Background: an optimization exercise with open tools, aiming at small area, a short achievable clock period and few clock cycles per item. Do not read the settings as production practice.
In this exercise RTL edits were held to simulation tests only and were not proved equivalent to the original.

==> flow/design.v (outline; a module is shown in full before it is edited, if it fits) <==
// module dds_sine_sample_generator: 1066 lines
module dds_sine_sample_generator (
    input  logic                  clk,
    input  logic                  rst_n,
    input  logic                  in_valid,
    output logic                  in_ready,
    input  logic                  restart,
    output logic                  out_valid,
    input  logic                  out_ready,
    output dds_pkg::code_t        sample,
    input  logic                  cfg_valid,
    output logic                  cfg_ready,
    input  logic [1:0]            cfg_index,
    input  logic [31:0]           cfg_data
);
  // ...
==> flow/flow/run.sh <==
#!/bin/bash
# The standard layout (the standard.sh) with changes to how it is made:
#  - after the standard synthesis, flow/fa_polarity.py removes inverter
#    pairs around full-adder cells (a full adder is self-dual, so an adder
#    whose inputs all arrive inverted can take the plain inputs and give
#    inverted outputs); the netlist's function and registers are unchanged;
#  - port buffers use a plain buffer cell instead of the delay cell the
#    resizer picks by default;
set -euo pipefail
run_std() {
  bash standard.sh \
  "SETUP_SLACK_MARGIN=7.6" \
  "CTS_CLUSTER_SIZE=20" \
  "CTS_CLUSTER_DIAMETER=60" \
  "BUFFER_PORTS_ARGS=-buffer_cell sky130_fd_sc_hd__buf_2" \
  "$@"
}
run_std synth > standard_synth.log 2>&1
R=orfs/results/${FLOW_PLATFORM}/dds_sine_sample_generator/base
python3 flow/fa_polarity.py $R/1_2_yosys.v $R/1_2_yosys_pol.v > fa_polarity.log 2>&1
cp $R/1_2_yosys.v $R/1_2_yosys_orig.v
mv $R/1_2_yosys_pol.v $R/1_2_yosys.v
rm -f $R/1_synth.odb $R/1_synth.sdc
run_std finish > standard_flow.log 2>&1
==> flow/flow/fa_polarity.py <==
#!/usr/bin/env python3
"""Push inverters through full-adder cells.

A full adder is self-dual: FA(~a, ~b, ~c) = (~sum, ~cout). Yosys's adder
extraction often leaves a full adder whose three inputs all come through
inverters and whose outputs feed inverters. This rewrites such an adder to
take the un-inverted nets, takes over the nets of inverters that re-invert
its outputs, adds an inverter only where an output still needs the old
polarity, and drops inverters left without loads. The netlist's function is
unchanged. Usage: fa_polarity.py IN.v OUT.v
"""
import re, sys, collections

src = open(sys.argv[1]).read()
mod_start = src.index('module ')
body_end = src.rindex('endmodule')

inst_re = re.compile(r'^(\s*)(sky130_fd_sc_hd__\w+)\s+(\S+)\s*\((.*?)\);\s*$', re.S | re.M)
pin_re = re.compile(r'\.(\w+)\(\s*(.*?)\s*\)\s*(?:,|$)', re.S)

cells = collections.OrderedDict()
order = []
for m in inst_re.finditer(src):
    typ, name, pins = m.group(2), m.group(3), m.group(4)
    pm = collections.OrderedDict()
    for p in pin_re.finditer(pins):
        pm[p.group(1)] = p.group(2).strip()
    cells[name] = {'type': typ, 'pins': pm, 'span': m.span(), 'indent': m.group(1)}
    order.append(name)

OUTS = {'X', 'Y', 'Q', 'Q_N', 'SUM', 'COUT', 'HI', 'LO'}
def is_inv(t): return re.match(r'sky130_fd_sc_hd__(inv|clkinv)_\d+$', t)
def is_fa(t): return re.match(r'sky130_fd_sc_hd__fa_\d+$', t)

port_nets = set()
for m in re.finditer(r'^\s*(input|output)\s+(\[\d+:\d+\]\s+)?(\S+);', src, re.M):
    rng, n = m.group(2), m.group(3)
    if rng:
        hi, lo = map(int, re.findall(r'\d+', rng))
        for i in range(min(hi, lo), max(hi, lo) + 1): port_nets.add(f'{n}[{i}]')
    port_nets.add(n)
assign_text = ' '.join(re.findall(r'^\s*assign\s+(.*?);', src, re.M))

def rebuild_maps():
    drv = {}; loads = collections.defaultdict(list)
    for n, c in cells.items():
        for p, net in c['pins'].items():
            if p in OUTS: drv[net] = (n, p)
            else: loads[net].append((n, p))
    return drv, loads

def pinned(net):
    return net in port_nets or net in assign_text

new_wires = []
cnt = [0]
def fresh():
    cnt[0] += 1
    n = f'_fapol{cnt[0]}_'
    new_wires.append(n)
    return n
new_cells = collections.OrderedDict()
icnt = [0]
def fresh_inst():
    icnt[0] += 1
    return f'_fapol_inv{icnt[0]}_'

changed = True
flips = 0
while changed:
    changed = False
    drv, loads = rebuild_maps()
    for name in list(cells):
        c = cells.get(name)
        if c is None or not is_fa(c['type']): continue
        ins = [c['pins'].get(p) for p in ('A', 'B', 'CIN')]
        srcs = [drv.get(n) for n in ins]
        inv_mask = [bool(s and is_inv(cells[s[0]]['type'])) for s in srcs]
        if sum(inv_mask) < 2: continue
        # gain estimate: input inverters that become dead, output inverters absorbed,
        # outputs that need a new inverter
        gain = -sum(1 for m in inv_mask if not m)
        inv_in = [s[0] for s, m in zip(srcs, inv_mask) if m]
        for iv in set(inv_in):
            y = cells[iv]['pins']['Y']
            if all(l[0] == name for l in loads[y]) and not pinned(y): gain += 1
        for op in ('SUM', 'COUT'):
            net = c['pins'].get(op)
            if net is None: continue
            ls = loads[net]
            invl = [l for l in ls if is_inv(cells[l[0]]['type']) and not pinned(cells[l[0]]['pins']['Y'])]
            other = len(ls) - len(invl) + (1 if pinned(net) else 0)
            gain += len(invl)
            if other: gain -= 1
        if gain <= 0: continue
        # apply
        for p, s_, m in zip(('A', 'B', 'CIN'), srcs, inv_mask):
            if m:
                c['pins'][p] = cells[s_[0]]['pins']['A']
            else:
                old = c['pins'][p]
                nn = fresh()
                iname = fresh_inst()
                cells[iname] = {'type': 'sky130_fd_sc_hd__inv_1',
                                'pins': collections.OrderedDict([('A', old), ('Y', nn)]),
                                'span': None, 'indent': '  '}
                c['pins'][p] = nn
        for op in ('SUM', 'COUT'):
            net = c['pins'].get(op)
            if net is None: continue
            ls = loads[net]
            nn = fresh()
            c['pins'][op] = nn           # nn carries ~old value
            keep_old = pinned(net)
            for (ln, lp) in ls:
                lc = cells[ln]
                if is_inv(lc['type']) and not pinned(lc['pins']['Y']):
                    y = lc['pins']['Y']
                    # every load of y now reads nn
                    for (mn, mp) in loads[y]:
                        if mn in cells: cells[mn]['pins'][mp] = nn
                    del cells[ln]
                else:
                    keep_old = True
            if keep_old:
                iname = fresh_inst()
                cells[iname] = {'type': 'sky130_fd_sc_hd__inv_1',
                                'pins': collections.OrderedDict([('A', nn), ('Y', net)]),
                                'span': None, 'indent': '  '}
        # drop input inverters left without loads
        drv, loads = rebuild_maps()
        for iv in set(inv_in):
            if iv in cells:
                y = cells[iv]['pins']['Y']
                if not loads[y] and not pinned(y): del cells[iv]
        flips += 1
        changed = True
        drv, loads = rebuild_maps()

# write out: replace original instance text, drop deleted, append new ones
def fmt(name, c):
    pins = ',\n'.join(f"    .{p}({n}{' ' if n.startswith(chr(92)) else ''})" for p, n in c['pins'].items())
    return f"  {c['type']} {name} (\n{pins}\n  );"
out = []
pos = 0
spans = []
for name in order:
    pass
parts = []
last = 0
orig = {}
for m in inst_re.finditer(src):
    orig[m.group(3)] = m.span()
items = sorted(orig.items(), key=lambda kv: kv[1][0])
for name, (a, b) in items:
    parts.append(src[last:a])
    if name in cells: parts.append(fmt(name, cells[name]))
    last = b
tail = src[last:]
text = ''.join(parts)
extra = ''.join(f"  wire {w};\n" for w in new_wires)
extra += '\n'.join(fmt(n, c) for n, c in cells.items() if c['span'] is None) + '\n'
i = tail.rindex('endmodule')
text += tail[:i] + extra + tail[i:]
# wires go anywhere in module scope in Verilog-2001
open(sys.argv[2], 'w').write(text)
ninv0 = sum(1 for m in inst_re.finditer(src) if is_inv(m.group(2)))
ninv1 = sum(1 for c in cells.values() if is_inv(c['type']))
print(f"fa_polarity: {flips} adders flipped, inverters {ninv0} -> {ninv1}")
==> flow/standard.sh <==
#!/bin/bash
# synth_recipe.tcl (not shown) runs the flow's synth.tcl, then flattens the netlist and writes it again
# the make line also repeats each setting of config.mk as NAME=value (left out here)
make -C /OpenROAD-flow-scripts/flow DESIGN_CONFIG=/design/flow/config.mk WORK_HOME=/design/flow/orfs CLKGATE_MAP_FILE= SYNTH_SCRIPT=/design/flow/synth_recipe.tcl "${@:-finish}"
==> flow/config.mk <==
export PLATFORM = sky130hd
export DESIGN_NAME = dds_sine_sample_generator
export DESIGN_NICKNAME = dds_sine_sample_generator
export VERILOG_FILES = /design/flow/design.v
export SDC_FILE = /design/flow/constraint.sdc
export NUM_CORES = 4
export LEC_CHECK = 0
export CAP_MARGIN = 20
export CORE_MARGIN = 2
export CORE_UTILIZATION = 40
export SLEW_MARGIN = 20
==> flow/constraint.sdc <==
create_clock -name core_clock -period 11.0 [get_ports {clk}]
set_input_delay 2.2000 -clock core_clock [delete_from_list [all_inputs] [get_ports {clk}]]
set_output_delay 2.2000 -clock core_clock [all_outputs]
set_load 0.01 [all_outputs]
==> flow_summary.yaml, run 1 <==
timing:
  finalMaxSlewViolations: 0
  finClkSkew_ns: 0.0198
critical_path:
  r2r-start: "sine1_reg[11]"
  cp_slowest_cell: "fa_1"
  timing_worst_setup_path_type: "reg -> reg"
  startpoint_type: "flip-flop"
final_layout:
  final_common_cell: "inv_1"
  nMultiInputCombCells: 1136
  nClkBuffers: 26
  drive_gt1_share_pct: 17.5
  n_all_buffers: 134
route:
  wl_per_cell_um: 16.9
  drc: 0
  antenna_left: 0
  route.met2.wl_um: 17800
  via_count: 11764
  routed_wl_um: 37700
placement:
  pre_cts_ws_ns: 7.01
  placed_area_um2: 17800
logic_synthesis:
  postSynthCellCount: 1593
  syn_avg_cell_area_um2: 10.7
clock_network:
  clock_latency_ns: 0.53
  cts.htree.levels: 1
status:
  status: "complete, no violations"
Testbench counts, summed over its fixed seeds: cycles 16,016, items 16,000.
==> inputs of run 2 (changes only) <==
--- a/flow/flow/run.sh
+++ b/flow/flow/run.sh
@@ -10,5 +10,5 @@
 run_std() {
   bash standard.sh \
-  "SETUP_SLACK_MARGIN=7.6" \
+  "SETUP_SLACK_MARGIN=7.7" \
   "CTS_CLUSTER_SIZE=20" \
   "CTS_CLUSTER_DIAMETER=60" \
==> run 2 against run 1 <==
  * Sequential cell count is the same
  * Synthesized area is the same
  * Synthesized cell count is the same
  * Sequential share of layout area decreased by 0.80 points
  * Die area unchanged
  * Still clean on timing, DRC and antenna
  * Clock-buffer cell count shrank 5
==> flow_summary.yaml, run 2 <==
route:
  antenna_left: 0
  drt_pass1_iterations: 7
  wl_per_cell_um: 17.1
  via_count: 12104
  vias_per_cell: 5.35
  routed_wl_um: 38700
  drt_iter0_drc: 840
  drc: 0
final_layout:
  final_common_cell: "inv_1"
  mostFrequentLayoutCells: "140 x inv_1, 138 x edfxtp_1, 127 x ha_1"
  finalInstanceArea_um2: 19700
  num_antenna_cells: 0
  nets: 1967
  drive_gt1_share_pct: 22.1
  synthToLayoutAreaGrowth_pct: 15.7
  final_cells: 2263
floorplan:
  ios: 55
  start_util_pct: 40.6
  die_h_um: 210
  rows: 75
  core_area_um2: 41900
  dieArea_um2: 44200
  die_w_um: 210
grt:
  grt.total_usage_pct: 17.5
  grt_max_degree: 77
  grt_pass1_wl_um: 62600
  antenna_found_initial: 0
  grt-ovfl-total: 0
  grt_pass1_vias: 12079
critical_path:
  timing_worst_setup_path_type: "reg -> reg"
  ff2ff_path_depth: 8
  cp_data_required_time_ns: 11.27
  worstPathMaxFanout: 7
  startpoint_type: "flip-flop"
  max_stage_delay_ns: 0.56
  arrival_ns: 3.66
  cp_slowest_cell: "fa_2"
  critPathTopFamily: "adder cells"
  worst_path_most_repeated_cell: "fa_2"
  crit_cells: 8
  crit_path_end_kind: "flip-flop"
  cp_cell_sequence: "buf_6 > buf_4 > a22oi_2 > xnor2_1 > fa_2 > fa_2 > fa_2 > fa_1"
  path_buf_inv: 2
timing:
  worst_pin_slew_ns: 0.948
  finalCritPeriodShare_pct: 30.9
  fmax_mhz: 295
  fin_tns_setup_ns: 0
  period_needed_ns: 3.40
  slew_headroom_pct: 36.6
  setup_viol: 0
  hold_violations: 0
  grt_setup_unrepaired: "true"
  setup_slack_ns: 7.60
  finClkSkew_ns: 0.0104
  finalMaxSlewViolations: 0
placement:
  pre_cts_ws_ns: 7.00
  placed_cells: 2118
  port_buffers: 53
  hpwl_um: 27200
  placed_area_um2: 17800
  routabilityCongestion: 0.846
clock_network:
  root_buffer: "clkbuf_16"
  cts.htree.levels: 1
  clockBufferDepth: 3
  clock_latency_ns: 0.53
  numCtsBuffers: 21
  cts.sinks: 233
  worst_setup_hold_path_clk_slew_ns: 0.07
  cts_tree: "yes"
worst_hold_path:
  timing.hold.worst.class: "reg -> reg"
  holdPathStages: 2
logic_synthesis:
  syn_avg_cell_area_um2: 10.7
  syn_nets: 1851
  postSynthCellCount: 1593
  netlist_area_um2: 17000
  yosysWarnings: 1
status:
  status: "complete, no violations"
job:
  max_cap_viol_count: 0
run 2: final timing paths:
kind                                        from                 end  slack [ns]
worst max-delay path                sine1_reg[8]       row2b_reg[16]        7.60
worst min-delay path            phase_acc_reg[9]    phase_acc_reg[9]        0.49
worst max register to register      sine1_reg[8]       row2b_reg[16]        7.60
worst min register to register  phase_acc_reg[9]    phase_acc_reg[9]        0.49
max in group asynchronous                  rst_n  phase_step_reg[22]        8.38
min in group asynchronous                  rst_n              v2_reg        1.56
run 2: area by class of cell:
| class | instances | area, µm² |
|---|---|---|
| fillers | 3804 | 22300 |
| multi-input cells | 1135 | 9960 |
| flip-flops and latches | 233 | 6540 |
| repair buffers | 171 | 1240 |
| well taps | 539 | 674 |
| inverters | 147 | 558 |
| clock buffers | 21 | 526 |
| clock inverters | 17 | 175 |
run 2: repair_timing:
| item | in CTS | in global routing |
|---|---|---|
| endpoints found under the setup margin | 50 | 40 |
| pin swaps | 16 | 46 |
| setup buffers | 78 | 27 |
| gates resized for setup | 19 | 63 |
| hold buffers | 0 | 0 |
| cloned | 1 | 0 |
run 2: per-stage QoR:
stage	util (%)	hold WS (ns)
floorplan	-	0.450
global placement	42.4	0.467
detailed placement	42.4	0.477
CTS	45.7	0.494
global route	46.9	0.521
finish	46.9	0.486
run 2: worst min-delay path, delay by kind of cell (launching register included):
kind | cells | cell delay [ns]
DFF | 1 | 0.35
AOI/OAI and AO/OA | 1 | 0.06
and+or+nand+nor | 1 | 0.05
run 2: routing by layer:
metal	up-vias	GRT usage [%]	part of all wire, %
met5	-	0	0
met4	0	4.65	2.2
met3	58	2.44	5.0
met2	298	29.1	48
met1	5927	24.0	45
li1	5821	-	-
==> inputs of run 3 (changes only) <==
--- a/flow/flow/run.sh
+++ b/flow/flow/run.sh
@@ -10,5 +10,5 @@
 run_std() {
   bash standard.sh \
-  "SETUP_SLACK_MARGIN=7.7" \
+  "SETUP_SLACK_MARGIN=7.5" \
   "CTS_CLUSTER_SIZE=20" \
   "CTS_CLUSTER_DIAMETER=60" \
==> run 3 against run 2 <==
  * Sequential cell count did not move
  * First-iteration DRC count rose by 2.5%
  * Via count fell by 1.1%
  * Hold slack improved by 0.0038 ns
  * Synthesized area did not move
  * Global-route usage fell by 0.23 points
  * Largest cell class unchanged
  * Fmax fell by 0.78%
==> flow_summary.yaml, run 3 <==
timing:
  finalMaxSlewViolations: 0
  fin_tns_setup_ns: 0
  worst_pin_slew_ns: 1.07
  hold_violations: 0
  grt_setup_unrepaired: "true"
  finClkSkew_ns: 0.0128
  period_needed_ns: 3.42
  setup_viol: 0
  finalCritPeriodShare_pct: 31.1
  slew_headroom_pct: 28.8
  fmax_mhz: 292
  setup_slack_ns: 7.58
critical_path:
  cp_data_required_time_ns: 11.29
  timing_worst_setup_path_type: "reg -> reg"
  startpoint_type: "flip-flop"
  worstPathMaxFanout: 12
  arrival_ns: 3.71
  crit_path_end_kind: "flip-flop"
grt:
  antenna_found_initial: 0
  grt.total_usage_pct: 17.2
  grt_pass1_wl_um: 61700
  grt_max_degree: 60
  grt-ovfl-total: 0
  grt_pass1_vias: 11790
final_layout:
  fill_cells: 3869
  post-route-util_pct: 45.4
  final_common_cell: "inv_1"
  nets: 1928
  num_antenna_cells: 0
  final_cells: 2224
  synthToLayoutAreaGrowth_pct: 12.1
  mostFrequentLayoutCells: "143 x inv_1, 138 x edfxtp_1, 129 x ha_1"
  drive_gt1_share_pct: 16.7
route:
  drt_pass1_iterations: 6
  routed_wl_um: 38500
  via_count: 11968
  drc: 0
  vias_per_cell: 5.38
  drt_iter0_drc: 861
  antenna_left: 0
  wl_per_cell_um: 17.3
logic_synthesis:
  syn_avg_cell_area_um2: 10.7
  postSynthCellCount: 1593
  netlist_area_um2: 17000
  yosysWarnings: 1
  syn_nets: 1851
placement:
  placed_cells: 2117
  hpwl_um: 27500
  routabilityCongestion: 0.876
  port_buffers: 53
  pre_cts_ws_ns: 6.99
clock_network:
  cts_tree: "yes"
  cts.sinks: 233
  root_buffer: "clkbuf_16"
  worst_setup_hold_path_clk_slew_ns: 0.07
  cts.htree.levels: 1
  clockBufferDepth: 3
  clock_latency_ns: 0.54
  numCtsBuffers: 21
floorplan:
  die_w_um: 210
  start_util_pct: 40.6
  rows: 75
  core_area_um2: 41900
  dieArea_um2: 44200
  die_h_um: 210
  ios: 55
status:
  status: "complete, no violations"
job:
  max_cap_viol_count: 0
worst_hold_path:
  timing.hold.worst.class: "reg -> reg"
==> run 3: cell count changes in the layout (fill, tap and decap cells not counted), sizes merged <==
cell      change
inv           -1
clkbuf        +3
buf          -40
bufinv        +2
clkinv        -1
o21ai         +1
clkinvlp      -3
==> run 3: worst max-delay path, cell delays in order (launching register included) <==
cell      delay [ns]
edfxtp_1        0.69
a22oi_1         0.21
xnor2_1         0.20
fa_1            0.42
fa_1            0.51
fa_1            0.52
fa_1            0.58
inv_1           0.06
==> run 3: path summary, 6_finish.rpt <==
path,start,slack [ns],depth (start not counted),to
hold / removal,phase_acc_reg[15],0.49,2,phase_acc_reg[15]
max in group asynchronous,rst_n,8.22,2,high_code_reg[2]
setup reg to reg,one1_reg[3],7.58,7,row2b_reg[14]
hold reg to reg,phase_acc_reg[15],0.49,2,phase_acc_reg[15]
min in group asynchronous,rst_n,1.74,1,v1_reg
setup / recovery,one1_reg[3],7.58,7,row2b_reg[14]
==> run 3: timing repair <==
action                     4_1_cts  5_1_grt
hold buffers                     0        0
pin swaps                        1        4
gates resized for setup          3        8
setup endpoints to repair       26       17
setup buffers                   36       31
gates cloned                     2        0
==> run 3: per-stage QoR <==
stage,cell area [µm²],hold slack [ns]
2_1_floorplan,17000,0.450
3_3_place_gp,17800,0.467
3_5_place_dp,17800,0.474
4_1_cts,18800,0.491
5_1_grt,19100,0.515
6_report,19100,0.490
==> run 3: layout make-up <==
type	instances	area (µm²)	share of cell area, %
multi-input combinational	1136	9690	50.8
sequential	233	6540	34.3
timing repair buffer	131	882	4.63
tap	539	674	3.54
inverter	147	554	2.91
clock buffer	24	537	2.82
clock inverter	14	185	0.972
==> run 3: metal layers <==
layer | wire (µm) | track usage [%]
met1 | 17400 | 23.6
met2 | 18100 | 28.5
met3 | 1970 | 2.49
met4 | 993 | 4.96
met5 | 0 | 0
==> inputs of run 4 (changes only) <==
--- a/flow/flow/run.sh
+++ b/flow/flow/run.sh
@@ -10,7 +10,8 @@
 run_std() {
   bash standard.sh \
-  "SETUP_SLACK_MARGIN=7.5" \
+  "SETUP_SLACK_MARGIN=7.65" \
   "CTS_CLUSTER_SIZE=20" \
   "CTS_CLUSTER_DIAMETER=60" \
+  "CTS_BUF_LIST=sky130_fd_sc_hd__clkbuf_8" \
   "BUFFER_PORTS_ARGS=-buffer_cell sky130_fd_sc_hd__buf_2" \
   "$@"
==> run 4 against run 3 <==
  * Critical path depth unchanged
  * Clock skew up 0.031 ns
  * Wire length down 1.2%
  * Via count down 1.0%
  * Clock-buffer cell count down 4
  * Synthesized area unchanged
==> flow_summary.yaml, run 4 <==
timing:
  period_needed_ns: 3.35
  worst_pin_slew_ns: 1.05
  fin_tns_setup_ns: 0
  setup_slack_ns: 7.65
  finalMaxSlewViolations: 0
  grt_setup_unrepaired: "true"
  hold_violations: 0
  fmax_mhz: 298
  finalCritPeriodShare_pct: 30.5
  setup_viol: 0
  slew_headroom_pct: 30.0
  finClkSkew_ns: 0.0439
  whs_ns: 0.494
grt:
  grt_max_degree: 79
  antenna_found_initial: 0
  grt.total_usage_pct: 17.2
  grt_pass1_vias: 11721
  grt-ovfl-total: 0
  grt_pass1_wl_um: 61800
floorplan:
  start_util_pct: 40.6
  core_area_um2: 41900
  dieArea_um2: 44200
  die_w_um: 210
  ios: 55
  die_h_um: 210
  rows: 75
clock_network:
  worst_setup_hold_path_clk_slew_ns: 0.11
  clock_latency_ns: 0.58
  root_buffer: "clkbuf_8"
  numCtsBuffers: 20
  cts_tree: "yes"
  cts.sinks: 233
  cts_hold_buf: 0
  cts.htree.levels: 1
  clockBufferDepth: 3
critical_path:
  arrival_ns: 3.67
  worstPathMaxFanout: 7
  cp_data_required_time_ns: 11.32
  timing_worst_setup_path_type: "reg -> reg"
  startpoint_type: "flip-flop"
  crit_path_end_kind: "flip-flop"
final_layout:
  mostFrequentLayoutCells: "147 x inv_1, 138 x edfxtp_1, 129 x ha_1"
  final_cells: 2235
  regArea_um2: 6540
  synthToLayoutAreaGrowth_pct: 12.0
  nets: 1940
  fill_cells: 3846
  drive_gt1_share_pct: 18.8
  num_antenna_cells: 0
  final_common_cell: "inv_1"
  multi_input_area_um2: 9820
status:
  status: "complete, no violations"
placement:
  routabilityCongestion: 0.848
  hpwl_um: 27300
  pre_cts_ws_ns: 6.99
  port_buffers: 53
  placed_cells: 2117
route:
  drt_iter0_drc: 820
  via_count: 11848
  drt_pass1_iterations: 5
  routed_wl_um: 38000
  antenna_left: 0
  wl_per_cell_um: 17.0
  drc: 0
  vias_per_cell: 5.30
logic_synthesis:
  postSynthCellCount: 1593
  syn_nets: 1851
  netlist_area_um2: 17000
  syn_avg_cell_area_um2: 10.7
  yosysWarnings: 1
worst_hold_path:
  timing.hold.worst.class: "reg -> reg"
job:
  max_cap_viol_count: 0
[run 4: final timing paths]
kind                              from                 to  slack [ns]  depth (start not counted)
setup / recovery           one1_reg[5]      row2b_reg[13]        7.65                          7
hold / removal                  v1_reg             v1_reg        0.49                          2
setup reg to reg           one1_reg[5]      row2b_reg[13]        7.65                          7
hold reg to reg                 v1_reg             v1_reg        0.49                          2
max in group asynchronous        rst_n    low_code_reg[1]        8.49                          2
min in group asynchronous        rst_n  phase_acc_reg[25]        1.49                          1
[run 4: worst max-delay path: stages, from the launching register on]
cell      delay [ns]
edfxtp_1        0.51
a22oi_2         0.25
xor2_1          0.33
fa_1            0.51
fa_1            0.41
fa_1            0.49
fa_1            0.54
inv_1           0.04
[run 4: through the flow]
step	instance area, µm²	util (%)
final	19000	45.4
after detailed placement	17800	42.3
after floorplan	17000	-
after global routing	19000	45.4
after CTS	18700	44.6
after global placement	17800	42.3
[run 4: final cells by class]
class	count	share of cell area (%)
clock inverter	16	0.762
inverter	147	2.91
clock buffer	20	1.44
multi-input combinational	1136	51.6
timing repair buffer	144	5.44
tap	539	3.54
sequential	233	34.3
[run 4: metal layers]
| metal | GRT usage, % | vias up | routed length (µm) |
|---|---|---|---|
| met5 | 0 | - | 0 |
| met4 | 5.11 | 0 | 1060 |
| met3 | 2.25 | 63 | 1630 |
| met2 | 28.0 | 281 | 17800 |
| met1 | 24.1 | 5734 | 17500 |
| li1 | - | 5770 | - |
[run 4: repair_timing]
action,CTS,global route
pin swaps,3,34
setup buffers,59,21
endpoints found under the setup margin,50,43
gates cloned,2,0
resized for setup,10,38
==> inputs of run 5 (changes only) <==
--- a/flow/flow/run.sh
+++ b/flow/flow/run.sh
@@ -10,7 +10,5 @@
 run_std() {
   bash standard.sh \
-  "SETUP_SLACK_MARGIN=7.65" \
-  "CTS_CLUSTER_SIZE=20" \
-  "CTS_CLUSTER_DIAMETER=60" \
+  "SETUP_SLACK_MARGIN=7.7" \
   "CTS_BUF_LIST=sky130_fd_sc_hd__clkbuf_8" \
   "BUFFER_PORTS_ARGS=-buffer_cell sky130_fd_sc_hd__buf_2" \
==> run 5 against run 4 <==
  * Still clean
  * Core utilization increased by 1.7 points
  * Sequential cell count unchanged
  * First-iteration DRC count down 0.85%
  * Cell area grew 3.7%
  * Critical endpoint is now row2b_reg[16]
==> flow_summary.yaml, run 5 <==
status:
  status: "complete, no violations"
grt:
  grt-ovfl-total: 0
  grt_pass1_vias: 12262
  antenna_found_initial: 0
  grt_pass1_wl_um: 63300
  grt.total_usage_pct: 17.9
  grt_max_degree: 77
critical_path:
  cp_data_required_time_ns: 11.31
  worst_path_most_repeated_cell: "fa_1"
  worstPathMaxFanout: 8
  startpoint_type: "flip-flop"
  crit_path_end_kind: "flip-flop"
  cp_cell_sequence: "buf_4 > a22oi_2 > xnor2_2 > fa_1 > fa_1 > fa_2 > fa_1"
  path_buf_inv: 1
  arrival_ns: 3.68
  timing_worst_setup_path_type: "reg -> reg"
  cp_slowest_cell: "fa_2"
  max_stage_delay_ns: 0.58
  critPathTopFamily: "adder cells"
floorplan:
  dieArea_um2: 44200
  die_h_um: 210
  start_util_pct: 40.6
  core_area_um2: 41900
  die_w_um: 210
  rows: 75
  ios: 55
final_layout:
  mostFrequentLayoutCells: "150 x inv_1, 138 x edfxtp_1, 126 x ha_1"
  num_antenna_cells: 0
  synthToLayoutAreaGrowth_pct: 16.1
  nets: 1982
  fill_cells: 3799
  multi_input_area_um2: 9980
  final_common_cell: "inv_1"
  regArea_um2: 6540
  final_cells: 2296
  drive_gt1_share_pct: 22.8
timing:
  setup_slack_ns: 7.64
  period_needed_ns: 3.36
  grt_setup_unrepaired: "true"
  finalCritPeriodShare_pct: 30.6
  fin_tns_setup_ns: 0
  finClkSkew_ns: 0.0509
  worst_pin_slew_ns: 0.946
  finalMaxSlewViolations: 0
  setup_viol: 0
  fmax_mhz: 297
  hold_violations: 0
  slew_headroom_pct: 36.8
clock_network:
  cts_hold_buf: 0
  worst_setup_hold_path_clk_slew_ns: 0.06
  cts.htree.levels: 2
  clockBufferDepth: 3
  numCtsBuffers: 41
  root_buffer: "clkbuf_8"
  clock_latency_ns: 0.61
  cts_tree: "yes"
  cts.sinks: 233
logic_synthesis:
  netlist_area_um2: 17000
  syn_nets: 1851
  postSynthCellCount: 1593
  syn_avg_cell_area_um2: 10.7
  yosysWarnings: 1
worst_hold_path:
  timing.hold.worst.class: "reg -> reg"
route:
  vias_per_cell: 5.33
  wl_per_cell_um: 17.1
  via_count: 12247
  drt_iter0_drc: 813
  routed_wl_um: 39200
  drc: 0
  drt_pass1_iterations: 7
  antenna_left: 0
placement:
  port_buffers: 53
  placed_cells: 2118
  pre_cts_ws_ns: 7.00
  hpwl_um: 27200
  routabilityCongestion: 0.846
job:
  max_cap_viol_count: 0
-- run 5: cell types whose count changed in the layout (fill, tap and decap cells not counted), moves of 4 or more --
cell	before	now
clkinv_2	0	8
xnor2_2	7	11
clkbuf_8	20	46
inv_6	6	0
buf_4	77	100
inv_2	3	7
xnor2_1	116	110
clkinvlp_4	1	5
fa_2	6	14
fa_1	83	75
-- run 5: worst min-delay path, cell delays in order (launching register included) --
cell	delay [ns]
dfrtp_1	0.34
nand2_1	0.05
o21ai_0	0.06
-- run 5: cell type report --
type,count,share of cell area (%)
multi-input cells,1135,50.5
flip-flops and latches,233,33.1
repair buffers,166,6.06
well taps,539,3.41
clock buffers,46,3.20
inverters,147,2.82
clock inverters,30,0.868
-- run 5: what timing repair did --
action / 4_1_cts / 5_1_grt
pin swaps: 17 / 46
endpoints found under the hold margin: 0 / 0
setup endpoints to repair: 63 / 53
cloned: 1 / 0
resized for setup: 24 / 62
buffers inserted: 81 / 20
-- run 5: final timing paths --
kind / from / endpoint / slack [ns] / cells after the start
setup / recovery: two1_reg[4] / row2b_reg[16] / 7.64 / 7
hold / removal: phase_acc_reg[9] / phase_acc_reg[9] / 0.48 / 2
setup reg to reg: two1_reg[4] / row2b_reg[16] / 7.64 / 7
hold reg to reg: phase_acc_reg[9] / phase_acc_reg[9] / 0.48 / 2
max in group asynchronous: rst_n / low_code_reg[0] / 8.46 / 2
min in group asynchronous: rst_n / phase_acc_reg[29] / 1.48 / 1
-- run 5: per-stage QoR --
stage / hold slack (ns) / utilization [%] / instance area, µm²
2_1_floorplan: 0.450 / - / 17000
3_3_place_gp: 0.467 / 42.4 / 17800
3_5_place_dp: 0.477 / 42.4 / 17800
4_1_cts: 0.490 / 46.0 / 19300
5_1_grt: 0.519 / 47.1 / 19800
6_report: 0.481 / 47.1 / 19800
-- run 5: per-layer routing --
metal / share of wire [%] / GRT usage, % / wire (µm)
met2: 47 / 29.0 / 18400
met1: 44 / 24.2 / 17300
met3: 5.6 / 2.88 / 2220
met5: 0 / 0 / 0
met4: 3.2 / 6.58 / 1270
==> inputs of run 6 (changes only) <==
--- a/flow/flow/run.sh
+++ b/flow/flow/run.sh
@@ -10,6 +10,5 @@
 run_std() {
   bash standard.sh \
-  "SETUP_SLACK_MARGIN=7.7" \
-  "CTS_BUF_LIST=sky130_fd_sc_hd__clkbuf_8" \
+  "SETUP_SLACK_MARGIN=7.75" \
   "BUFFER_PORTS_ARGS=-buffer_cell sky130_fd_sc_hd__buf_2" \
   "$@"
==> run 6 against run 5 <==
  * Non-clock buffer count shrank 3
  * Synthesized area is the same
  * Clock-buffer cell count shrank 9
  * Worst setup slack lost 0.040 ns
  * Sequential cell count is the same
  * Synthesized cell count is the same
  * Hold slack gained 0.0055 ns
  * Via count shrank 1.3%
  * Critical path type unchanged
  * Register-to-register slack lost 0.04 ns
  * Critical endpoint unchanged
==> flow_summary.yaml, run 6 <==
status:
  status: "complete, no violations"
route:
  wl_per_cell_um: 17.2
  drt_pass1_iterations: 5
  antenna_left: 0
  vias_per_cell: 5.33
  drt_iter0_drc: 827
  routed_wl_um: 39100
  drc: 0
  via_count: 12093
clock_network:
  clockBufferDepth: 3
  cts.sinks: 233
  cts_tree: "yes"
  root_buffer: "clkbuf_16"
  clock_latency_ns: 0.56
  worst_setup_hold_path_clk_slew_ns: 0.06
  cts.htree.levels: 1
  cts_hold_buf: 0
  numCtsBuffers: 27
grt:
  grt_pass1_vias: 12208
  grt_pass1_wl_um: 63400
  grt.total_usage_pct: 17.7
  antenna_found_initial: 0
  grt_max_degree: 56
  grt-ovfl-total: 0
final_layout:
  drive_gt1_share_pct: 21.4
  final_cells: 2268
  num_antenna_cells: 0
  finalInstanceArea_um2: 19700
  multi_input_area_um2: 9910
  synthToLayoutAreaGrowth_pct: 15.8
  fill_cells: 3818
  post-route-util_pct: 47.0
  mostFrequentLayoutCells: "138 x edfxtp_1, 136 x inv_1, 126 x ha_1"
  final_common_cell: "edfxtp_1"
  nets: 1967
  regArea_um2: 6540
timing:
  grt_setup_unrepaired: "true"
  finalMaxSlewViolations: 0
  whs_ns: 0.487
  worst_pin_slew_ns: 1.00
  fmax_mhz: 294
  setup_slack_ns: 7.60
  finClkSkew_ns: 0.0268
  setup_viol: 0
  slew_headroom_pct: 32.9
  finalCritPeriodShare_pct: 30.9
  fin_tns_setup_ns: 0
  hold_violations: 0
  period_needed_ns: 3.40
floorplan:
  dieArea_um2: 44200
  rows: 75
  start_util_pct: 40.6
  core_area_um2: 41900
  die_w_um: 210
  ios: 55
  die_h_um: 210
critical_path:
  max_stage_delay_ns: 0.56
  crit_start: "sine1_reg[8]"
  cp_slowest_cell: "fa_2"
  startpoint_type: "flip-flop"
  timing_worst_setup_path_type: "reg -> reg"
  cp_cell_sequence: "buf_4 > a22oi_1 > xnor2_1 > fa_1 > fa_2 > fa_2 > fa_1"
  critPathTopFamily: "adder cells"
  arrival_ns: 3.68
  worstPathMaxFanout: 6
  crit_path_end_kind: "flip-flop"
  r2r-start: "sine1_reg[8]"
  path_buf_inv: 1
  cp_data_required_time_ns: 11.27
worst_hold_path:
  timing.hold.worst.class: "reg -> reg"
  hold_start: "phase_acc_reg[17]"
placement:
  placed_area_um2: 17800
  port_buffers: 53
  pre_cts_ws_ns: 7.03
  routabilityCongestion: 0.874
  hpwl_um: 27300
  placed_cells: 2117
logic_synthesis:
  yosysWarnings: 1
  syn_avg_cell_area_um2: 10.7
  syn_nets: 1851
  netlist_area_um2: 17000
  postSynthCellCount: 1593
job:
  max_cap_viol_count: 0
## run 6: final timing paths
check,end,slack [ns],depth (start not counted)
worst max-delay path,row2b_reg[16],7.60,7
worst min-delay path,phase_acc_reg[17],0.49,2
min in group asynchronous,phase_acc_reg[31],1.65,1
worst min register to register,phase_acc_reg[17],0.49,2
max in group asynchronous,low_code_reg[0],8.19,2
worst max register to register,row2b_reg[16],7.60,7
## run 6: cell type report
class                           instances  area share, %
Multi-Input combinational cell       1137           50.3
Inverter                              147           2.85
Tap cell                              539           3.42
Sequential cell                       233           33.2
Clock buffer                           37           3.92
Timing Repair Buffer                  163           5.86
Clock inverter                         12          0.464
## run 6: worst reg2reg max path, stage by stage (launching register included)
cell and delay (ns):
edfxtp_1 0.55, buf_4 0.25, a22oi_1 0.19, xnor2_1 0.17, fa_1 0.48, fa_2 0.56, fa_2 0.46, fa_1 0.47
## run 6: repair_timing
action / CTS / global route
gates cloned: 2 / 1
setup buffers: 73 / 25
pin swaps: 25 / 37
endpoints found under the setup margin: 58 / 66
gates resized for setup: 25 / 44
## run 6: per-layer routing
layer	global-route usage, %	vias to the layer above	part of all wire (%)
li1	-	5838	-
met1	24.0	5853	45
met2	29.8	314	47
met3	2.10	88	4.3
met4	5.60	0	3.2
met5	0	-	0

port drivers added, routing unchanged:
In the flow no input, the clock included, has a driving cell. The finished layouts below were timed again as built, in two steps.
Step 1: set_driving_cell puts a clkbuf_16 on clk and a buf_2 on each other input, an assumption about the parent block.
Step 2 moves the port delays by t, midway between the first and last clock arrival at a register: inputs arrive t later, outputs are due t later. That takes back most of the time a late clock gives input paths.
Slacks: ideal ports / drivers / drivers and shift; pairs: ideal ports / drivers.
run	t (ns)	setup slack, ns	pins driven straight from the clock port
run 1	0.575	7.658 / 7.658 / 7.276	1
run 2	0.585	7.604 / 7.604 / 7.435	1
run 3	0.583	7.578 / 7.578 / 7.119	1
run 4	0.613	7.650 / 7.650 / 7.251	1
run 5	0.641	7.638 / 7.638 / 7.339	1
run 6	0.601	7.599 / 7.599 / 7.487	1
After both steps setup and hold are still met in every run listed. For run 3, which loses most, drivers alone change the setup slack by 0.000 ns; drivers and shift together by -0.459 ns.
